Source: an optimization exercise on an open RTL-to-GDS flow (aim: small area, a short achievable clock period and few clock cycles). Production flows keep margins and buffers that such runs may drop. Where RTL was checked, it was by simulation tests only, not by an equivalence proof against the original. Power is estimated from default activity; no workload was simulated.

==> flow/design.v <==
package bmpb_pkg;
    localparam logic [1:0] FMT_RGB565 = 2'd0;
    localparam logic [1:0] FMT_BGR24  = 2'd1;
    localparam logic [1:0] CFG_PIXEL_FORMAT  = 2'd0;
    localparam logic [1:0] CFG_IMAGE_WIDTH   = 2'd1;
    localparam logic [1:0] CFG_DISPLAY_WIDTH = 2'd2;
    localparam logic [1:0] CFG_BACKGROUND    = 2'd3;
    localparam logic [1:0]  RESET_FORMAT        = FMT_BGR24;
    localparam logic [11:0] RESET_IMAGE_WIDTH   = 12'd320;
    localparam logic [11:0] RESET_DISPLAY_WIDTH = 12'd320;
    localparam logic [15:0] RESET_BACKGROUND    = 16'h0000;
    localparam logic [1:0] PH_SKIP = 2'd0;
    localparam logic [1:0] PH_KEEP = 2'd1;
    localparam logic [1:0] PH_REST = 2'd2;
    localparam logic [1:0] PH_PAD  = 2'd3;
    localparam int unsigned QUEUE_DEPTH = 2;
    localparam int unsigned QUEUE_PTR_W = 2;
endpackage
module bmp_row_to_rgb565_blend_top (
    input  logic         aclk,
    input  logic         aresetn,
    input  logic         cfg_valid,
    output logic         cfg_ready,
    input  logic [1:0]   cfg_index,
    input  logic [15:0]  cfg_data,
    input  logic         s_valid,
    output logic         s_ready,
    input  logic [7:0]   s_data_byte,
    output logic         m_valid,
    input  logic         m_ready,
    output logic [15:0]  m_pixel_rgb565,
    output logic         m_row_last
);
    localparam int unsigned D = bmpb_pkg::QUEUE_DEPTH;
    logic [1:0]  fmt;
    logic [11:0] iw, dw;
    logic [15:0] bg;
    assign cfg_ready = 1'b1;
    always_ff @(posedge aclk) begin
        if (!aresetn) begin
            fmt <= bmpb_pkg::RESET_FORMAT;
            iw  <= bmpb_pkg::RESET_IMAGE_WIDTH;
            dw  <= bmpb_pkg::RESET_DISPLAY_WIDTH;
            bg  <= bmpb_pkg::RESET_BACKGROUND;
        end else if (cfg_valid) begin
            case (cfg_index)
                bmpb_pkg::CFG_PIXEL_FORMAT:  fmt <= cfg_data[1:0];
                bmpb_pkg::CFG_IMAGE_WIDTH:   iw  <= cfg_data[11:0];
                bmpb_pkg::CFG_DISPLAY_WIDTH: dw  <= cfg_data[11:0];
                default:                     bg  <= cfg_data;
            endcase
        end
    end
    logic f565, f24;
    logic [1:0] lastb;               
    assign f565  = (fmt == bmpb_pkg::FMT_RGB565);
    assign f24   = (fmt == bmpb_pkg::FMT_BGR24);
    assign lastb = f565 ? 2'd1 : (f24 ? 2'd2 : 2'd3);
    logic [11:0] ediff, st, kp;
    logic [1:0]  pd;
    logic        pd_nz;
    logic        gt_r, st_nz_r, kp_nz_r, odd_r, iw_nz_r;
    assign ediff = iw - dw;
    assign st    = {1'b0, ediff[11:1]};
    assign kp    = gt_r ? dw : iw;
    assign pd    = f565 ? {iw[0], 1'b0} : (f24 ? iw[1:0] : 2'd0);
    assign pd_nz = (pd != 2'd0);
    always_ff @(posedge aclk) begin
        gt_r    <= (iw > dw);
        st_nz_r <= (iw > dw) && (ediff[11:1] != 11'd0);
        kp_nz_r <= (iw > dw) ? (dw != 12'd0) : (iw != 12'd0);
        odd_r   <= (iw > dw) && ediff[0];
        iw_nz_r <= (iw != 12'd0);
    end
    logic        fresh;              
    logic [1:0]  ph;
    logic [11:0] cnt, cnt_dec;
    logic [1:0]  bip;                
    logic        cnt_end, at_last, pad_end, cvis, accept, emit, emitdir, emitbl;
    logic        s_ready_r;
    assign cnt_dec[0] = !cnt[0];
    for (genvar i = 1; i < 12; i++) begin : g_dec
        assign cnt_dec[i] = cnt[i] ^ !(|cnt[i-1:0]);
    end
    assign cnt_end = (cnt[11:1] == 11'd0)
                   && (cnt[0] ^ (ph == bmpb_pkg::PH_REST && odd_r));
    assign at_last = (bip == lastb);
    assign pad_end = (bip == pd - 2'd1);
    assign cvis    = !fresh && (ph == bmpb_pkg::PH_KEEP) && at_last;
    assign s_ready = s_ready_r;
    assign accept  = s_valid && s_ready_r;
    assign emit    = accept && cvis;
    assign emitdir = emit && !fmt[1];
    assign emitbl  = emit && fmt[1];
    logic        fresh_n;
    logic [1:0]  ph_n;
    logic [11:0] cnt_n;
    logic [1:0]  bip_n;
    always_comb begin
        fresh_n = fresh;
        ph_n    = ph;
        cnt_n   = cnt;
        bip_n   = bip;
        if (accept) begin
            if (fresh) begin
                if (iw_nz_r) begin
                    fresh_n = 1'b0;
                    bip_n   = 2'd1;
                    if (st_nz_r) begin
                        ph_n  = bmpb_pkg::PH_SKIP;
                        cnt_n = st;
                    end else if (kp_nz_r) begin
                        ph_n  = bmpb_pkg::PH_KEEP;
                        cnt_n = kp;
                    end else begin
                        ph_n  = bmpb_pkg::PH_REST;
                        cnt_n = st;
                    end
                end
            end else if (ph == bmpb_pkg::PH_PAD) begin
                if (pad_end) begin
                    fresh_n = 1'b1;
                    bip_n   = 2'd0;
                end else begin
                    bip_n   = bip + 2'd1;
                end
            end else if (!at_last) begin
                bip_n = bip + 2'd1;
            end else begin
                bip_n = 2'd0;
                cnt_n = cnt_dec;
                if (cnt_end) begin
                    case (ph)
                        bmpb_pkg::PH_SKIP: begin
                            if (kp_nz_r) begin
                                ph_n  = bmpb_pkg::PH_KEEP;
                                cnt_n = kp;
                            end else begin
                                ph_n  = bmpb_pkg::PH_REST;
                                cnt_n = st;
                            end
                        end
                        bmpb_pkg::PH_KEEP: begin
                            if (gt_r) begin
                                ph_n  = bmpb_pkg::PH_REST;
                                cnt_n = st;
                            end else if (pd_nz) begin
                                ph_n  = bmpb_pkg::PH_PAD;
                            end else begin
                                fresh_n = 1'b1;
                            end
                        end
                        default: begin
                            if (pd_nz) ph_n    = bmpb_pkg::PH_PAD;
                            else       fresh_n = 1'b1;
                        end
                    endcase
                end
            end
        end
    end
    always_ff @(posedge aclk) begin
        if (!aresetn) begin
            fresh <= 1'b1;
            ph    <= bmpb_pkg::PH_SKIP;
            cnt   <= 12'd0;
            bip   <= 2'd0;
        end else begin
            fresh <= fresh_n;
            ph    <= ph_n;
            cnt   <= cnt_n;
            bip   <= bip_n;
        end
    end
    logic [7:0] hb, hg, hr, ha;
    logic [9:0] ha3;
    logic       hl;
    always_ff @(posedge aclk) begin
        if (accept && bip == 2'd0) hb <= s_data_byte;
        if (accept && bip == 2'd1) hg <= s_data_byte;
        if (accept && bip == 2'd2) hr <= s_data_byte;
        if (emit) begin
            ha  <= s_data_byte;
            ha3 <= {2'b00, s_data_byte} + {1'b0, s_data_byte, 1'b0};
            hl  <= cnt_end;
        end
    end
    logic [1:0] seq;                 
    logic       v0b, v0g, v0r;
    logic [7:0] c0, k0, d0;
    logic [8:0] df0;
    logic       s0;
    assign v0b = emitbl;
    assign v0g = (seq == 2'd1);
    assign v0r = (seq == 2'd2);
    always_ff @(posedge aclk) begin
        if (!aresetn) seq <= 2'd0;
        else          seq <= v0b ? 2'd1 : (v0g ? 2'd2 : 2'd0);
    end
    always_comb begin
        if (v0g) begin
            c0 = hg;
            k0 = {bg[10:5], 2'b00};
        end else if (v0r) begin
            c0 = hr;
            k0 = {bg[15:11], 3'b000};
        end else begin
            c0 = hb;
            k0 = {bg[4:0], 3'b000};
        end
        df0 = {1'b0, c0} - {1'b0, k0};
        s0  = df0[8];
        d0  = s0 ? (8'd0 - df0[7:0]) : df0[7:0];
    end
    logic       t1b, t1g, t1r, s1;
    logic [7:0] d1;
    logic       t2b, t2g, t2r, s2;
    logic [11:0] x2, y2;
    logic       t3b, t3g, t3r, s3, c3;
    logic [7:0] ph3;
    always_ff @(posedge aclk) begin
        if (!aresetn) begin
            {t1b, t1g, t1r} <= 3'b000;
            {t2b, t2g, t2r} <= 3'b000;
            {t3b, t3g, t3r} <= 3'b000;
        end else begin
            {t1b, t1g, t1r} <= {v0b, v0g, v0r};
            {t2b, t2g, t2r} <= {t1b, t1g, t1r};
            {t3b, t3g, t3r} <= {t2b, t2g, t2r};
        end
    end
    logic [9:0]  pp [4];
    logic [11:0] x1, y1;
    always_comb begin
        for (int j = 0; j < 4; j++) begin
            case (d1[2*j +: 2])
                2'd0:    pp[j] = 10'd0;
                2'd1:    pp[j] = {2'b00, ha};
                2'd2:    pp[j] = {1'b0, ha, 1'b0};
                default: pp[j] = ha3;
            endcase
        end
        x1 = {2'd0, pp[0]} + {pp[1], 2'd0};
        y1 = {2'd0, pp[2]} + {pp[3], 2'd0};
    end
    logic [15:0] p2;
    logic [8:0]  lowsum;
    assign p2     = {4'd0, x2} + {y2, 4'd0};
    assign lowsum = {1'b0, p2[7:0]} + {1'b0, p2[15:8]} + 9'd1;
    always_ff @(posedge aclk) begin
        s1  <= s0;
        d1  <= d0;
        s2  <= s1;
        x2  <= x1;
        y2  <= y1;
        s3  <= s2;
        ph3 <= p2[15:8];
        c3  <= lowsum[8];
    end
    logic [7:0] k3, res, xr;
    always_comb begin
        if (t3g)      k3 = {bg[10:5], 2'b00};
        else if (t3r) k3 = {bg[15:11], 3'b000};
        else          k3 = {bg[4:0], 3'b000};
        xr  = ph3 ^ {8{s3}};
        res = k3 + xr + {7'd0, c3 ^ s3};
    end
    logic [15:0] qpix [D];
    logic        qlst [D];
    logic [D-1:0] vld, used;
    logic        commit, pop;
    logic [15:0] wd;
    logic        wl;
    logic cdir, wr_b, wr_g, wr_r;
    assign cdir = emitdir;
    assign wr_b   = cdir || t3b;
    assign wr_g   = cdir || t3g;
    assign wr_r   = cdir || t3r;
    assign commit = cdir || t3r;
    assign wd[4:0]   = fmt[1] ? res[7:3] : (f565 ? hb[4:0] : hb[7:3]);
    assign wd[10:5]  = fmt[1] ? res[7:2] : (f565 ? {s_data_byte[2:0], hb[7:5]} : hg[7:2]);
    assign wd[15:11] = fmt[1] ? res[7:3] : (f565 ? s_data_byte[7:3] : s_data_byte[7:3]);
    assign wl     = cdir ? cnt_end : hl;
    assign pop    = vld[0] && m_ready;
    always_ff @(posedge aclk) begin
        for (int i = 0; i < D; i++) begin
            logic wsel;
            if (pop) wsel = vld[i] && (i == D-1 || !vld[(i+1) % D]);
            else     wsel = (i == 0 || vld[(i+D-1) % D]) && !vld[i];
            if (pop && i < D-1) begin
                qpix[i] <= qpix[(i+1) % D];
                qlst[i] <= qlst[(i+1) % D];
            end
            if (wr_b && wsel) begin
                qpix[i][4:0] <= wd[4:0];
                qlst[i]      <= wl;
            end
            if (wr_g && wsel) qpix[i][10:5]  <= wd[10:5];
            if (wr_r && wsel) qpix[i][15:11] <= wd[15:11];
        end
    end
    logic [D-1:0] vld_n, used_n;
    always_comb begin
        vld_n = vld;
        if (commit && !pop)      vld_n = {vld[D-2:0], 1'b1};
        else if (!commit && pop) vld_n = {1'b0, vld[D-1:1]};
        used_n = used;
        if (emit && !pop)        used_n = {used[D-2:0], 1'b1};
        else if (!emit && pop)   used_n = {1'b0, used[D-1:1]};
    end
    logic cvis_acc, cvis_n, full_n;
    always_comb begin
        if (fresh) cvis_acc = iw_nz_r && !st_nz_r && kp_nz_r && f565;
        else       cvis_acc = (ph == bmpb_pkg::PH_KEEP) && !at_last
                           && (bip + 2'd1 == lastb);
        cvis_n = accept ? cvis_acc : cvis;
        case ({emit, pop})
            2'b10:   full_n = used[D-2];
            2'b01:   full_n = 1'b0;
            default: full_n = used[D-1];
        endcase
    end
    always_ff @(posedge aclk) begin
        if (!aresetn) begin
            vld       <= '0;
            used      <= '0;
            s_ready_r <= 1'b0;
        end else begin
            vld       <= vld_n;
            used      <= used_n;
            s_ready_r <= !cfg_valid && !(cvis_n && full_n);
        end
    end
    assign m_valid        = vld[0];
    assign m_pixel_rgb565 = qpix[0];
    assign m_row_last     = qlst[0];
endmodule
clock: 8.0 ns
lec_check: 0
cap_margin: 20
core_margin: 2
core_utilization: 40
setup_slack_margin: 5
slew_margin: 20
run.sh (not shown) runs the stock make flow with config.mk's settings and CLKGATE_MAP_FILE= SYNTH_SCRIPT=/design/flow/synth_recipe.tcl, a recipe that flattens the netlist after the stock synthesis.
==> next run, changes <==
--- a/flow/design.v
+++ b/flow/design.v
@@ -14,5 +14,5 @@
     localparam logic [1:0] PH_REST = 2'd2;
     localparam logic [1:0] PH_PAD  = 2'd3;
-    localparam int unsigned QUEUE_DEPTH = 2;
+    localparam int unsigned QUEUE_DEPTH = 3;
     localparam int unsigned QUEUE_PTR_W = 2;
 endpackage
@@ -273,5 +273,8 @@
     logic        wl;
     logic cdir, wr_b, wr_g, wr_r;
-    assign cdir = emitdir;
+    always_ff @(posedge aclk) begin
+        if (!aresetn) cdir <= 1'b0;
+        else          cdir <= emitdir;
+    end
     assign wr_b   = cdir || t3b;
     assign wr_g   = cdir || t3g;
@@ -279,7 +282,7 @@
     assign commit = cdir || t3r;
     assign wd[4:0]   = fmt[1] ? res[7:3] : (f565 ? hb[4:0] : hb[7:3]);
-    assign wd[10:5]  = fmt[1] ? res[7:2] : (f565 ? {s_data_byte[2:0], hb[7:5]} : hg[7:2]);
-    assign wd[15:11] = fmt[1] ? res[7:3] : (f565 ? s_data_byte[7:3] : s_data_byte[7:3]);
-    assign wl     = cdir ? cnt_end : hl;
+    assign wd[10:5]  = fmt[1] ? res[7:2] : (f565 ? {hg[2:0], hb[7:5]} : hg[7:2]);
+    assign wd[15:11] = fmt[1] ? res[7:3] : (f565 ? hg[7:3] : hr[7:3]);
+    assign wl     = hl;
     assign pop    = vld[0] && m_ready;
     always_ff @(posedge aclk) begin
The changed run produced a clean layout.
Worst setup slack improved by 0.057 ns.
Cell area goes up by 7.7%.
Global-route usage drops by 0.53 points.
Wire length rises by 5.3%.
Combinational power goes down by about 2%.
Final cell count is higher by 4.9%.
Sequential cell count climbs by 20.
Count of clock-buffer cells in the layout came out higher by 15.
Via count came out higher by 4.5%.
Area after synthesis climbs by 7.7%.
Utilization goes up by 0.25 points.
Total power rises by 12%.
Sequential power goes up by about 9%.
Critical path depth increases by 2.
Testbench counts after the change, summed over its fixed seeds: cycles 145,623.
No functional check of the RTL was part of the first run of this note.

## afterwards: timing with drivers on the ports
The flow's constraints put no driver on any port. The routed layouts listed below were extracted and timed again, unchanged, in two steps.
Step 1, drivers: a clkbuf_16 drives aclk and a buf_2 each remaining input, both assumed.
Step 2, shift: input delay + t, output delay - t, t = (earliest + latest rising clock arrival at the registers) / 2. This alone moves slack from input paths to output paths.
Slacks: ideal ports / drivers / drivers and shift; pairs: ideal ports / drivers.
| run | t, ns | setup WS [ns] | hold slack, ns | latest minus earliest clock arrival (ns) |
|---|---|---|---|---|
| the first run | 0.477 | 5.059 / 5.014 / 4.601 | 0.337 / 0.337 / 0.337 | 0.013 / 0.013 |
| the second run | 0.581 | 5.116 / 5.116 / 4.574 | 0.328 / 0.328 / 0.328 | 0.012 / 0.012 |
After both steps setup and hold are still met in every run listed. The setup slack of the second run, which loses most, moves by 0.000 ns with the drivers and by -0.542 ns with both steps.
